Background: an optimization exercise with open tools, aiming at small area. Do not read the settings as production practice.
Only simulation tests tie the RTL to the original design; equivalence was not proved.
Power figures rest on the tool's default switching activity, not on a simulated workload. The flow treats the clock pin as an ideal source, which a real chip does not have.

Setup of main:
Design adc_capture, start of the top module:
module adc_capture #(
    parameter int DATA_W   = 12,
    parameter int DIV      = 4,
    parameter int PIPE_LAT = 3,
    parameter int DEPTH    = 256,
    parameter int PRETRIG  = 16
) (
    input  logic              clk,
    input  logic              rst_n,
    output logic              AD_CLK_A,
    input  logic [DATA_W-1:0] AD_DATA_A,
    input  logic              AD_OTR_A,
    input  logic              start,
    input  logic              trig_en,
    input  logic [DATA_W-1:0] trig_level,
    output logic [DATA_W-1:0] rd_data,
    output logic              rd_valid,
    input  logic              rd_ready,
    output logic              rd_last,
    output logic              busy,
    output logic              done,
    output logic              ovr_flag,
    output logic [2:0]        dbg_state
);
    localparam int N = DEPTH - 1;           
    localparam int QW = 8;
    localparam logic [2:0] S_IDLE    = 3'd0;
    localparam logic [2:0] S_WARMUP  = 3'd1;
    localparam logic [2:0] S_ARM     = 3'd2;
    localparam logic [2:0] S_CAPTURE = 3'd3;
    localparam logic [2:0] S_READOUT = 3'd4;
    logic [2:0]        state_q;
    logic [1:0]        div_q;
    logic [DATA_W-1:0] samp_q;
    logic              otr_q;
    logic              prev_vld_q;
    logic [7:0]        cnt_q;
    logic [QW-1:0]     q_q;
  ...
For scale: about 3100 flip-flops, ~51 I/O pins.
clock: 10.0 ns
lec_check: 0
cap_margin: 20
core_margin: 2
core_utilization: 70
cts_buf_list: sky130_fd_sc_hd__clkbuf_16
cts_cluster_diameter: 80
cts_cluster_size: 31
gpl_timing_driven: 0
place_density: 0.85
slew_margin: 20
synth_hierarchical: 1
standard.sh (not shown) runs the stock make flow with config.mk's settings and CLKGATE_MAP_FILE= SYNTH_SCRIPT=/design/flow/synth_recipe.tcl, a recipe that flattens the netlist after the stock synthesis.
==> flow/flow/run.sh <==
#!/bin/bash
# The standard layout (standard.sh: the standard flow's synthesis, floorplan, placement, CTS, routing) with
# two changes passed to ORFS as variables:
#  - CTS without dummy loads (ORFS's default adds inverters as dummy clock loads to balance the
#    tree); clustering and buffer list as in config.mk.
#  - port buffers use sky130_fd_sc_hd__buf_1 instead of the default pick; every port still gets one.
set -euo pipefail
export CTS_ARGS="-sink_clustering_enable -repair_clock_nets -sink_clustering_size 31 -sink_clustering_max_diameter 80 -buf_list sky130_fd_sc_hd__clkbuf_16 -dont_use_dummy_load"
export BUFFER_PORTS_ARGS="-buffer_cell sky130_fd_sc_hd__buf_1"
bash standard.sh finish > make_finish.log 2>&1
Input changes introduced in the feature branch (baseline for comparison: main):
# main
export LEC_CHECK = 0
export CAP_MARGIN = 20
export CORE_MARGIN = 2
export CORE_UTILIZATION = 70
export CTS_BUF_LIST = sky130_fd_sc_hd__clkbuf_16
export CTS_CLUSTER_DIAMETER = 80
export CTS_CLUSTER_SIZE = 31
export GPL_TIMING_DRIVEN = 0
export PLACE_DENSITY = 0.85
export SLEW_MARGIN = 20
export SYNTH_HIERARCHICAL = 1
create_clock -name core_clock -period 10.0 [get_ports {clk}]
# the feature branch
export LEC_CHECK = 0
export CAP_MARGIN = 20
export CORE_MARGIN = 2
export CORE_UTILIZATION = 60
export CTS_BUF_LIST = sky130_fd_sc_hd__clkbuf_16
export CTS_CLUSTER_DIAMETER = 60
export CTS_CLUSTER_SIZE = 30
export GPL_TIMING_DRIVEN = 0
export SLEW_MARGIN = 20
export SYNTH_HIERARCHICAL = 1
create_clock -name core_clock -period 10.0 [get_ports {clk}]
-- flow/flow/run.sh --
<<< main, line 7
set -euo pipefail
export CTS_ARGS="-sink_clustering_enable -repair_clock_nets -sink_clustering_size 31 -sink_clustering_max_diameter 80 -buf_list sky130_fd_sc_hd__clkbuf_16 -dont_use_dummy_load"
export BUFFER_PORTS_ARGS="-buffer_cell sky130_fd_sc_hd__buf_1"
>>> the feature branch, line 7
set -euo pipefail
export CTS_ARGS="-sink_clustering_enable -repair_clock_nets -sink_clustering_size 30 -sink_clustering_max_diameter 60 -buf_list sky130_fd_sc_hd__clkbuf_16 -dont_use_dummy_load"
export BUFFER_PORTS_ARGS="-buffer_cell sky130_fd_sc_hd__buf_1"
--- outcome ---
Register-to-register path setup slack up 1.11 ns in the feature branch wrt main. On buffer and inverter count on the worst path, the higher figure sits with the feature branch, not main. A endpoint of the most critical setup path of rd_data_q[5] is what the feature branch shows, while rd_data_q[7] belongs to main. Total internal power on the feature branch is behind main. Of the feature branch and main, the lower met1 track demand over resource belongs to the feature branch. Maximum number of pins on one net before global-route repair in the feature branch is about 3% lower than in main. The feature branch vs main: die height up by a little under 10%. The feature branch against main: routed wire length increased by about 1.7% relative to the old numbers, maximum cell stage delay along the critical path decreased by 0.25 ns relative to the old numbers, relative slew slack decreased by 1.2 points relative to the old numbers. The feature branch: signed area change from the synthesized netlist to the final layout higher than main.

---

Starting RTL as in the previous note.
// adc_capture
module adc_capture #(
    parameter int DATA_W   = 12,
    parameter int DIV      = 4,
    parameter int PIPE_LAT = 3,
    parameter int DEPTH    = 256,
    parameter int PRETRIG  = 16
) (
    input  logic              clk,
    input  logic              rst_n,
    output logic              AD_CLK_A,
    input  logic [DATA_W-1:0] AD_DATA_A,
    input  logic              AD_OTR_A,
    input  logic              start,
    input  logic              trig_en,
    input  logic [DATA_W-1:0] trig_level,
    output logic [DATA_W-1:0] rd_data,
    output logic              rd_valid,
    input  logic              rd_ready,
    output logic              rd_last,
    output logic              busy,
    output logic              done,
    output logic              ovr_flag,
    output logic [2:0]        dbg_state
);
Settings: LEC_CHECK=0, CAP_MARGIN=20, CORE_MARGIN=2, CORE_UTILIZATION=70, CTS_BUF_LIST=sky130_fd_sc_hd__clkbuf_16, CTS_CLUSTER_DIAMETER=80, CTS_CLUSTER_SIZE=30, GPL_TIMING_DRIVEN=0, PLACE_DENSITY=0.85, SLEW_MARGIN=20, SYNTH_HIERARCHICAL=1; clock period 10.0 ns.
==> flow/flow/run.sh <==
#!/bin/bash
# The standard layout (standard.sh: the standard flow's synthesis, floorplan, placement, CTS, routing) with
# two changes passed to ORFS as variables:
#  - CTS without dummy loads (ORFS's default adds inverters as dummy clock loads to balance the
#    tree); clustering and buffer list as in config.mk.
#  - port buffers use sky130_fd_sc_hd__buf_1 instead of the default pick; every port still gets one.
set -euo pipefail
export CTS_ARGS="-sink_clustering_enable -repair_clock_nets -sink_clustering_size 30 -sink_clustering_max_diameter 80 -buf_list sky130_fd_sc_hd__clkbuf_16 -dont_use_dummy_load"
export BUFFER_PORTS_ARGS="-buffer_cell sky130_fd_sc_hd__buf_1"
bash standard.sh finish > make_finish.log 2>&1
==> next run, changes <==
==> flow/run.sh (new file) <==
#!/bin/bash
# synth_recipe.tcl (not shown) runs the flow's synth.tcl, then flattens the netlist and writes it again
# the make line also repeats each setting of config.mk as NAME=value (left out here)
make -C /OpenROAD-flow-scripts/flow DESIGN_CONFIG=/design/flow/config.mk WORK_HOME=/design/flow/orfs CLKGATE_MAP_FILE= SYNTH_SCRIPT=/design/flow/synth_recipe.tcl finish
Settings changed: CORE_UTILIZATION 70 to 60, CTS_CLUSTER_DIAMETER 80 to 60, PLACE_DENSITY 0.85 to not set.
removed: flow/flow/run.sh
removed: flow/standard.sh
Result: The new run ran to the end with no violations; die area rose by 16%; cell count rose by 5.2%; worst setup slack improved by 0.65 ns; routed wire length rose by 1.7%; flip-flop and latch count does not change; total power rose by 9.5%.
==> next run, changes <==
==> flow/flow/run.sh (new file) <==
#!/bin/bash
# The standard layout (standard.sh: the standard flow's synthesis, floorplan, placement, CTS, routing) with
# two changes passed to ORFS as variables:
#  - CTS without dummy loads (ORFS's default adds inverters as dummy clock loads to balance the
#    tree); clustering and buffer list as in config.mk.
#  - port buffers use sky130_fd_sc_hd__buf_1 instead of the default pick; every port still gets one.
set -euo pipefail
export CTS_ARGS="-sink_clustering_enable -repair_clock_nets -sink_clustering_size 30 -sink_clustering_max_diameter 80 -buf_list sky130_fd_sc_hd__clkbuf_16 -dont_use_dummy_load"
export BUFFER_PORTS_ARGS="-buffer_cell sky130_fd_sc_hd__buf_1"
bash standard.sh finish > make_finish.log 2>&1
==> flow/standard.sh (new file) <==
#!/bin/bash
# synth_recipe.tcl (not shown) runs the flow's synth.tcl, then flattens the netlist and writes it again
# the make line also repeats each setting of config.mk as NAME=value (left out here)
make -C /OpenROAD-flow-scripts/flow DESIGN_CONFIG=/design/flow/config.mk WORK_HOME=/design/flow/orfs CLKGATE_MAP_FILE= SYNTH_SCRIPT=/design/flow/synth_recipe.tcl "${@:-finish}"
Settings changed: CAP_MARGIN 20 to 5, CORE_UTILIZATION 60 to 70, CTS_CLUSTER_DIAMETER 60 to 80, PLACE_DENSITY set to 0.85, SLEW_MARGIN 20 to 5.
removed: flow/run.sh
What happened:
- This time the run produced a layout that fails on max-capacitance violations, max-slew violations
- synthesized cell count does not change
- hold slack stays flat
- first-iteration DRC count rises by roughly a tenth
- design area falls by a few percent
- setup slack gets worse by 1.2 ns
- power falls by a little under a tenth

-- separate check: timing with driven ports --
In the flow no input, the clock included, has a driving cell. The finished layouts below were timed again as built, in two steps. Step 1 assumes that a clkbuf_16 drives the clock port and a buf_2 every other input. Step 2, shift: input delay + t, output delay - t, t = (earliest + latest rising clock arrival at the registers) / 2. This alone moves slack from input paths to output paths. Three values: ideal ports, drivers, drivers and shift; two values: the first two.
run | t, ns | slack for setup (ns) | worst hold slack (ns) | worst register clock-pin slew, ns
main | 0.812 | 3.096 / 3.096 / 3.096 | 0.313 / 0.313 / 0.313 | 0.12 / 0.12
the feature branch | 0.867 | 4.205 / 4.205 / 4.205 | 0.305 / 0.305 / 0.305 | 0.11 / 0.11
the first run of note 2 | 0.810 | 3.135 / 3.135 / 3.135 | 0.302 / 0.302 / 0.302 | 0.11 / 0.11
the second run of note 2 | 0.888 | 3.781 / 3.781 / 3.781 | 0.318 / 0.318 / 0.318 | 0.11 / 0.11
the third run of note 2 | 0.815 | 2.537 / 2.537 / 2.537 | 0.317 / 0.317 / 0.317 | 0.11 / 0.11
